From an optimization exercise on the open Yosys and OpenROAD flow, aimed at small area and a short achievable clock period; shortcuts taken in it are not production practice. Where RTL was checked, it was by simulation tests only, not by an equivalence proof against the original. Power and IR drop assume default switching activity.

==> run A: inputs <==
==> flow/design.v <==
module fault_mem_cfg #(
  parameter int DATA_WIDTH = 8,
  parameter int ADDR_WIDTH = 4,
  parameter int CAPACITY   = 16,
  parameter int NUM_FAULTS = 4,
  parameter int IDX_WIDTH  = 2,
  parameter int BIT_WIDTH  = 3
) (
  input  logic                  clk,
  input  logic                  rst,
  input  logic                  write_read,
  input  logic [ADDR_WIDTH-1:0] address,
  input  logic [DATA_WIDTH-1:0] wdata,
  output logic [DATA_WIDTH-1:0] rdata,
  input  logic                  cfg_we,
  input  logic [IDX_WIDTH-1:0]  cfg_idx,
  input  logic [2:0]            cfg_type,
  input  logic [ADDR_WIDTH-1:0] cfg_vaddr,
  input  logic [BIT_WIDTH-1:0]  cfg_vbit,
  input  logic [ADDR_WIDTH-1:0] cfg_aaddr,
  input  logic [BIT_WIDTH-1:0]  cfg_abit,
  output logic                  fault_hit
);
  localparam int NF = 4;
  localparam int NW = 16;
  localparam int DW = 8;
  logic [NF-1:0][2:0] type_q;
  logic [NF-1:0][3:0] vaddr_q;
  logic [NF-1:0][2:0] vbit_q;
  logic [NF-1:0][3:0] aaddr_q;
  logic [NF-1:0][2:0] abit_q;
  logic [NW-1:0][DW-1:0] mem_q;
  logic [NW-1:0][DW-1:0] mem_d;
  logic [NW-1:0][DW-1:0] golden_q;
  logic [NW-1:0][DW-1:0] golden_d;
  logic [DW-1:0] wdata1_q;
  logic [DW-1:0] rdata1_q;
  logic [DW-1:0] rdata1_d;
  logic [DW-1:0] rdata_q;
  logic          fault_hit_q;
  logic          fault_hit_d;
  assign rdata     = rdata_q;
  assign fault_hit = fault_hit_q;
  logic [NF-1:0][NW-1:0] vw1h;    
  logic [NF-1:0][DW-1:0] vb1h;    
  logic [NF-1:0][NW-1:0] col;     
  logic [NF-1:0]         vv;      
  logic [NF-1:0]         up;      
  logic [NF-1:0]         dn;      
  logic [NF-1:0]         wdv;     
  logic [NF-1:0]         wda;     
  logic [NF-1:0][NF-1:0] same;    
  logic [NF-1:0]         d;       
  logic [NF-1:0]         sa_on;   
  logic [NF-1:0]         sa_val;  
  logic [NF-1:0]         cf_ok;   
  logic [NF-1:0]         tog;     
  always_comb begin
    for (int i = 0; i < NF; i++) begin
      logic [3:0] nu;
      logic [3:0] nd;
      logic       v;
      for (int w = 0; w < NW; w++) begin
        vw1h[i][w] = (vaddr_q[i] == 4'(w));
        col[i][w]  = mem_q[w][vbit_q[i]];
      end
      for (int b = 0; b < DW; b++) vb1h[i][b] = (vbit_q[i] == 3'(b));
      nu     = vaddr_q[i] + 4'd1;
      nd     = vaddr_q[i] - 4'd1;
      vv[i]  = col[i][vaddr_q[i]];
      up[i]  = col[i][nu];
      dn[i]  = col[i][nd];
      wdv[i] = wdata1_q[vbit_q[i]];
      wda[i] = wdata1_q[abit_q[i]];
      for (int j = 0; j < NF; j++)
        same[i][j] = (vaddr_q[i] == vaddr_q[j]) && (vbit_q[i] == vbit_q[j]);
      v         = wdv[i];
      sa_on[i]  = 1'b0;
      sa_val[i] = 1'b0;
      for (int j = 0; j < NF; j++) begin
        if (same[i][j]) begin
          case (type_q[j])
            3'd1: begin v = 1'b0; sa_on[i] = 1'b1; sa_val[i] = 1'b0; end
            3'd2: begin v = 1'b1; sa_on[i] = 1'b1; sa_val[i] = 1'b1; end
            3'd3: if (!vv[i] && wdv[i]) v = 1'b0;
            3'd4: if (vv[i] && !wdv[i]) v = 1'b1;
            3'd7: if (up[i] && !dn[i]) v = 1'b0;
            default: ;
          endcase
        end
      end
      d[i]     = v ^ wdv[i];
      cf_ok[i] = ((type_q[i] == 3'd5) || (type_q[i] == 3'd6)) &&
                 (aaddr_q[i] != vaddr_q[i]);
      tog[i]   = (type_q[i] == 3'd5) || (wda[i] ^ vv[i]);
    end
  end
  logic          wr_op;
  logic          rd_op;
  logic [NW-1:0] wsel;
  logic [DW-1:0] r0;
  logic [DW-1:0] ga;
  logic [NF-1:0] vm;
  logic [NF-1:0] fire;
  logic [NF-1:0] etog;
  logic [DW-1:0] corr;
  logic [DW-1:0] ovr;
  logic [DW-1:0] setb;
  logic [DW-1:0] rd_eff;
  logic [DW-1:0] wr_eff;
  logic          wr_hit;
  logic          rd_hit;
  always_comb begin
    wr_op = write_read && !rst;
    rd_op = !write_read && !rst;
    for (int w = 0; w < NW; w++) wsel[w] = (address == 4'(w));
    r0 = mem_q[address];
    ga = golden_q[address];
    for (int i = 0; i < NF; i++) begin
      vm[i]   = (vaddr_q[i] == address);
      fire[i] = wr_op && cf_ok[i] && (aaddr_q[i] == address) &&
                (r0[abit_q[i]] ^ wda[i]);
    end
    for (int i = 0; i < NF; i++) begin
      etog[i] = fire[i] && tog[i];
      for (int j = i + 1; j < NF; j++)
        if (same[i][j] && fire[j]) etog[i] = 1'b0;
    end
    for (int b = 0; b < DW; b++) begin
      corr[b] = 1'b0;
      ovr[b]  = 1'b0;
      setb[b] = 1'b0;
      for (int i = 0; i < NF; i++) begin
        corr[b] = corr[b] | (vm[i] & vb1h[i][b] & d[i]);
        ovr[b]  = ovr[b]  | (vm[i] & vb1h[i][b] & sa_on[i]);
        setb[b] = setb[b] | (vm[i] & vb1h[i][b] & sa_on[i] & sa_val[i]);
      end
    end
    wr_eff = wdata1_q ^ corr;
    rd_eff = (r0 & ~ovr) | setb;
    wr_hit = |(vm & d) || |(fire & tog);
    rd_hit = |(rd_eff ^ ga);
    for (int w = 0; w < NW; w++) begin
      for (int b = 0; b < DW; b++) begin
        logic t;
        t = 1'b0;
        for (int i = 0; i < NF; i++) t = t | (vw1h[i][w] & vb1h[i][b] & etog[i]);
        mem_d[w][b] = (wr_op && wsel[w]) ? wr_eff[b] : (mem_q[w][b] ^ t);
      end
      golden_d[w] = (wr_op && wsel[w]) ? wdata1_q : golden_q[w];
    end
    rdata1_d    = rd_op ? rd_eff : rdata1_q;
    fault_hit_d = wr_op ? wr_hit : (rd_op && rd_hit);
  end
  always_ff @(posedge clk) begin
    if (rst) begin
      wdata1_q    <= '0;
      rdata1_q    <= '0;
      rdata_q     <= '0;
      fault_hit_q <= 1'b0;
      type_q      <= '0;
    end else begin
      wdata1_q    <= wdata;
      rdata1_q    <= rdata1_d;
      rdata_q     <= rdata1_q;
      fault_hit_q <= fault_hit_d;
      if (cfg_we) begin
        type_q[cfg_idx]  <= cfg_type;
        vaddr_q[cfg_idx] <= cfg_vaddr;
        vbit_q[cfg_idx]  <= cfg_vbit;
        aaddr_q[cfg_idx] <= cfg_aaddr;
        abit_q[cfg_idx]  <= cfg_abit;
      end
    end
  end
  always_ff @(posedge clk) begin
    mem_q    <= mem_d;
    golden_q <= golden_d;
  end
endmodule
==> flow/flow/run.sh <==
#!/bin/bash
# Standard ORFS layout; repair_timing aims for a larger setup slack than the
# default so that paths far shorter than the clock period are still tightened.
set -euo pipefail
bash standard.sh SETUP_SLACK_MARGIN=16 finish > standard_flow.log 2>&1
==> flow/standard.sh <==
#!/bin/bash
# synth_recipe.tcl (not shown) runs the flow's synth.tcl, then flattens the netlist and writes it again
# the make line also repeats each setting of config.mk as NAME=value (left out here)
make -C /OpenROAD-flow-scripts/flow DESIGN_CONFIG=/design/flow/config.mk WORK_HOME=/design/flow/orfs CLKGATE_MAP_FILE= SYNTH_SCRIPT=/design/flow/synth_recipe.tcl "${@:-finish}"
==> flow/config.mk <==
export PLATFORM = sky130hd
export DESIGN_NAME = fault_mem_cfg
export DESIGN_NICKNAME = fault_mem_cfg
export VERILOG_FILES = /design/flow/design.v
export SDC_FILE = /design/flow/constraint.sdc
export NUM_CORES = 4
export LEC_CHECK = 0
export CAP_MARGIN = 20
export CELL_PAD_IN_SITES_DETAIL_PLACEMENT = 2
export CELL_PAD_IN_SITES_GLOBAL_PLACEMENT = 4
export CORE_MARGIN = 2
export CORE_UTILIZATION = 25
export PLACE_DENSITY = 0.35
export SLEW_MARGIN = 20
==> flow/constraint.sdc <==
create_clock -name core_clock -period 24.0 [get_ports {clk}]
set_input_delay 4.8000 -clock core_clock [delete_from_list [all_inputs] [get_ports {clk}]]
set_output_delay 4.8000 -clock core_clock [all_outputs]
set_load 0.01 [all_outputs]
==> run E (differences from run A) <==
==> flow/run.sh (new file) <==
#!/bin/bash
# synth_recipe.tcl (not shown) runs the flow's synth.tcl, then flattens the netlist and writes it again
# the make line also repeats each setting of config.mk as NAME=value (left out here)
make -C /OpenROAD-flow-scripts/flow DESIGN_CONFIG=/design/flow/config.mk WORK_HOME=/design/flow/orfs CLKGATE_MAP_FILE= SYNTH_SCRIPT=/design/flow/synth_recipe.tcl finish
removed: flow/flow/run.sh
removed: flow/standard.sh
==> run Y (differences from run A) <==
--- a/flow/design.v
+++ b/flow/design.v
@@ -29,6 +29,10 @@
   logic [NF-1:0][2:0] vbit_q;
   logic [NF-1:0][3:0] aaddr_q;
   logic [NF-1:0][2:0] abit_q;
+  logic       ld_q;
+  logic [1:0] ldi_q;
+  logic [NF-1:0] cvv_q, cup_q, cdn_q, cag_q;
+  logic [NF-1:0] cvv_d, cup_d, cdn_d, cag_d;
   logic [NW-1:0][DW-1:0] mem_q;
   logic [NW-1:0][DW-1:0] mem_d;
   logic [NW-1:0][DW-1:0] golden_q;
@@ -41,39 +45,67 @@
   logic          fault_hit_d;
   assign rdata     = rdata_q;
   assign fault_hit = fault_hit_q;
+  logic [NF-1:0] vv, up, dn, ag;
+  always_comb begin
+    logic [3:0]    lv, la;
+    logic [2:0]    lb, lab;
+    logic [NW-1:0] lcv, lca;
+    logic          lvv, lup, ldn, lag;
+    lv  = vaddr_q[ldi_q];
+    lb  = vbit_q[ldi_q];
+    la  = aaddr_q[ldi_q];
+    lab = abit_q[ldi_q];
+    for (int w = 0; w < NW; w++) begin
+      lcv[w] = mem_q[w][lb];
+      lca[w] = mem_q[w][lab];
+    end
+    lvv = lcv[lv];
+    lup = lcv[lv + 4'd1];
+    ldn = lcv[lv - 4'd1];
+    lag = lca[la];
+    for (int i = 0; i < NF; i++) begin
+      if (ld_q && (ldi_q == 2'(i))) begin
+        vv[i] = lvv; up[i] = lup; dn[i] = ldn; ag[i] = lag;
+      end else begin
+        vv[i] = cvv_q[i]; up[i] = cup_q[i]; dn[i] = cdn_q[i]; ag[i] = cag_q[i];
+      end
+    end
+  end
   logic [NF-1:0][NW-1:0] vw1h;    
   logic [NF-1:0][DW-1:0] vb1h;    
-  logic [NF-1:0][NW-1:0] col;     
-  logic [NF-1:0]         vv;      
-  logic [NF-1:0]         up;      
-  logic [NF-1:0]         dn;      
+  logic [NF-1:0][3:0]    nu, nd;  
   logic [NF-1:0]         wdv;     
   logic [NF-1:0]         wda;     
   logic [NF-1:0][NF-1:0] same;    
+  logic [NF-1:0][NF-1:0] rup;     
+  logic [NF-1:0][NF-1:0] rdn;     
+  logic [NF-1:0][NF-1:0] rag;     
   logic [NF-1:0]         d;       
   logic [NF-1:0]         sa_on;   
   logic [NF-1:0]         sa_val;  
-  logic [NF-1:0]         cf_ok;   
   logic [NF-1:0]         tog;     
+  logic [NF-1:0]         cfs;     
+  logic [NF-1:0]         hcf;     
+  logic [NF-1:0]         e;       
   always_comb begin
     for (int i = 0; i < NF; i++) begin
-      logic [3:0] nu;
-      logic [3:0] nd;
-      logic       v;
-      for (int w = 0; w < NW; w++) begin
-        vw1h[i][w] = (vaddr_q[i] == 4'(w));
-        col[i][w]  = mem_q[w][vbit_q[i]];
-      end
+      for (int w = 0; w < NW; w++) vw1h[i][w] = (vaddr_q[i] == 4'(w));
       for (int b = 0; b < DW; b++) vb1h[i][b] = (vbit_q[i] == 3'(b));
-      nu     = vaddr_q[i] + 4'd1;
-      nd     = vaddr_q[i] - 4'd1;
-      vv[i]  = col[i][vaddr_q[i]];
-      up[i]  = col[i][nu];
-      dn[i]  = col[i][nd];
+      nu[i]  = vaddr_q[i] + 4'd1;
+      nd[i]  = vaddr_q[i] - 4'd1;
       wdv[i] = wdata1_q[vbit_q[i]];
       wda[i] = wdata1_q[abit_q[i]];
-      for (int j = 0; j < NF; j++)
-        same[i][j] = (vaddr_q[i] == vaddr_q[j]) && (vbit_q[i] == vbit_q[j]);
+    end
+    for (int i = 0; i < NF; i++) begin
+      for (int j = 0; j < NF; j++) begin
+        same[i][j] = (vaddr_q[j] == vaddr_q[i]) && (vbit_q[j] == vbit_q[i]);
+        rup[i][j]  = (vaddr_q[j] == nu[i]) && (vbit_q[j] == vbit_q[i]);
+        rdn[i][j]  = (vaddr_q[j] == nd[i]) && (vbit_q[j] == vbit_q[i]);
+        rag[i][j]  = (vaddr_q[j] == aaddr_q[i]) && (vbit_q[j] == abit_q[i]);
+      end
+    end
+    for (int i = 0; i < NF; i++) begin
+      logic v;
       v         = wdv[i];
       sa_on[i]  = 1'b0;
       sa_val[i] = 1'b0;
@@ -82,17 +114,23 @@
           case (type_q[j])
             3'd1: begin v = 1'b0; sa_on[i] = 1'b1; sa_val[i] = 1'b0; end
             3'd2: begin v = 1'b1; sa_on[i] = 1'b1; sa_val[i] = 1'b1; end
-            3'd3: if (!vv[i] && wdv[i]) v = 1'b0;
-            3'd4: if (vv[i] && !wdv[i]) v = 1'b1;
-            3'd7: if (up[i] && !dn[i]) v = 1'b0;
+            3'd3: if (!vv[j] && wdv[i]) v = 1'b0;
+            3'd4: if (vv[j] && !wdv[i]) v = 1'b1;
+            3'd7: if (up[j] && !dn[j]) v = 1'b0;
             default: ;
           endcase
         end
       end
-      d[i]     = v ^ wdv[i];
-      cf_ok[i] = ((type_q[i] == 3'd5) || (type_q[i] == 3'd6)) &&
-                 (aaddr_q[i] != vaddr_q[i]);
-      tog[i]   = (type_q[i] == 3'd5) || (wda[i] ^ vv[i]);
+      d[i]   = v ^ wdv[i];
+      tog[i] = (type_q[i] == 3'd5) || (wda[i] ^ vv[i]);
+      cfs[i] = ((type_q[i] == 3'd5) || (type_q[i] == 3'd6)) &&
+               (aaddr_q[i] != vaddr_q[i]) && (ag[i] ^ wda[i]);
+      hcf[i] = cfs[i] && tog[i];
+    end
+    for (int i = 0; i < NF; i++) begin
+      e[i] = hcf[i];
+      for (int j = i + 1; j < NF; j++)
+        if (same[i][j] && cfs[j] && (aaddr_q[j] == aaddr_q[i])) e[i] = 1'b0;
     end
   end
   logic          wr_op;
@@ -100,8 +138,7 @@
   logic [NW-1:0] wsel;
   logic [DW-1:0] r0;
   logic [DW-1:0] ga;
-  logic [NF-1:0] vm;
-  logic [NF-1:0] fire;
+  logic [NF-1:0] vm, am, um, dm;
   logic [NF-1:0] etog;
   logic [DW-1:0] corr;
   logic [DW-1:0] ovr;
@@ -118,13 +155,10 @@
     ga = golden_q[address];
     for (int i = 0; i < NF; i++) begin
       vm[i]   = (vaddr_q[i] == address);
-      fire[i] = wr_op && cf_ok[i] && (aaddr_q[i] == address) &&
-                (r0[abit_q[i]] ^ wda[i]);
-    end
-    for (int i = 0; i < NF; i++) begin
-      etog[i] = fire[i] && tog[i];
-      for (int j = i + 1; j < NF; j++)
-        if (same[i][j] && fire[j]) etog[i] = 1'b0;
+      am[i]   = (aaddr_q[i] == address);
+      um[i]   = (nu[i] == address);
+      dm[i]   = (nd[i] == address);
+      etog[i] = wr_op && am[i] && e[i];
     end
     for (int b = 0; b < DW; b++) begin
       corr[b] = 1'b0;
@@ -138,7 +172,7 @@
     end
     wr_eff = wdata1_q ^ corr;
     rd_eff = (r0 & ~ovr) | setb;
-    wr_hit = |(vm & d) || |(fire & tog);
+    wr_hit = |(vm & d) || |(am & hcf);
     rd_hit = |(rd_eff ^ ga);
     for (int w = 0; w < NW; w++) begin
       for (int b = 0; b < DW; b++) begin
@@ -149,6 +183,24 @@
       end
       golden_d[w] = (wr_op && wsel[w]) ? wdata1_q : golden_q[w];
     end
+    for (int i = 0; i < NF; i++) begin
+      logic tv, tu, tn, ta, cu, cn, ca;
+      tv = 1'b0; tu = 1'b0; tn = 1'b0; ta = 1'b0;
+      cu = 1'b0; cn = 1'b0; ca = 1'b0;
+      for (int j = 0; j < NF; j++) begin
+        tv = tv | (same[i][j] & etog[j]);
+        tu = tu | (rup[i][j] & etog[j]);
+        tn = tn | (rdn[i][j] & etog[j]);
+        ta = ta | (rag[i][j] & etog[j]);
+        cu = cu | (rup[i][j] & d[j]);
+        cn = cn | (rdn[i][j] & d[j]);
+        ca = ca | (rag[i][j] & d[j]);
+      end
+      cvv_d[i] = (wr_op && vm[i]) ? (wdv[i] ^ d[i]) : (vv[i] ^ tv);
+      cup_d[i] = (wr_op && um[i]) ? (wdv[i] ^ cu)   : (up[i] ^ tu);
+      cdn_d[i] = (wr_op && dm[i]) ? (wdv[i] ^ cn)   : (dn[i] ^ tn);
+      cag_d[i] = (wr_op && am[i]) ? (wda[i] ^ ca)   : (ag[i] ^ ta);
+    end
     rdata1_d    = rd_op ? rd_eff : rdata1_q;
     fault_hit_d = wr_op ? wr_hit : (rd_op && rd_hit);
   end
@@ -159,11 +211,13 @@
       rdata_q     <= '0;
       fault_hit_q <= 1'b0;
       type_q      <= '0;
+      ld_q        <= 1'b0;
     end else begin
       wdata1_q    <= wdata;
       rdata1_q    <= rdata1_d;
       rdata_q     <= rdata1_q;
       fault_hit_q <= fault_hit_d;
+      ld_q        <= cfg_we;
       if (cfg_we) begin
         type_q[cfg_idx]  <= cfg_type;
         vaddr_q[cfg_idx] <= cfg_vaddr;
@@ -176,5 +230,10 @@
   always_ff @(posedge clk) begin
     mem_q    <= mem_d;
     golden_q <= golden_d;
+    ldi_q    <= cfg_idx;
+    cvv_q    <= cvv_d;
+    cup_q    <= cup_d;
+    cdn_q    <= cdn_d;
+    cag_q    <= cag_d;
   end
 endmodule
==> flow/run.sh (new file) <==
#!/bin/bash
# synth_recipe.tcl (not shown) runs the flow's synth.tcl, then flattens the netlist and writes it again
# the make line also repeats each setting of config.mk as NAME=value (left out here)
make -C /OpenROAD-flow-scripts/flow DESIGN_CONFIG=/design/flow/config.mk WORK_HOME=/design/flow/orfs CLKGATE_MAP_FILE= SYNTH_SCRIPT=/design/flow/synth_recipe.tcl finish
removed: flow/flow/run.sh
removed: flow/standard.sh
==> summary of the runs <==
- Against run Y, the via count of run A is higher by 3.0%.
- Non-clock buffer count, highest first: run A, run E, run Y.
- Wire length, highest first: run A, run E, run Y.
- Clock power: run E < run A < run Y.
- Maximum frequency, lowest first: run E, run Y, run A.
- Of run E and run Y, run Y has the higher die area (gap about 2%, measured against run Y).
Only the layout flow was run in run Y; the RTL was not checked for function there.

-- port drivers added, routing unchanged --
No port has a modelled driver above. Below, the same layouts with a new extraction and two added sets of constraints.
Step 1 sets driving cells, clkbuf_16 on the clock port and buf_2 on the other inputs (assumed; they add their load-dependent delay and slew).
Step 2, shift: input delay + t, output delay - t, t = (earliest + latest rising clock arrival at the registers) / 2. This alone moves slack from input paths to output paths.
a / b / c = ideal ports / drivers / drivers and shift; a / b = the first two.
| run | t, ns | setup slack, ns | hold slack, ns | pins driven straight from the clock port |
|---|---|---|---|---|
| run A | 0.732 | 15.462 / 15.083 / 14.351 | 0.469 / 0.469 / 0.469 | 1 |
| run E | 0.714 | 13.690 / 13.728 / 13.014 | 0.468 / 0.468 / 0.468 | 1 |
| run Y | 0.725 | 15.101 / 15.101 / 14.559 | 0.473 / 0.473 / 0.473 | 1 |
After both steps setup and hold are still met in every run listed. The setup slack of run A, which loses most, moves by -0.379 ns with the drivers and by -1.111 ns with both steps.
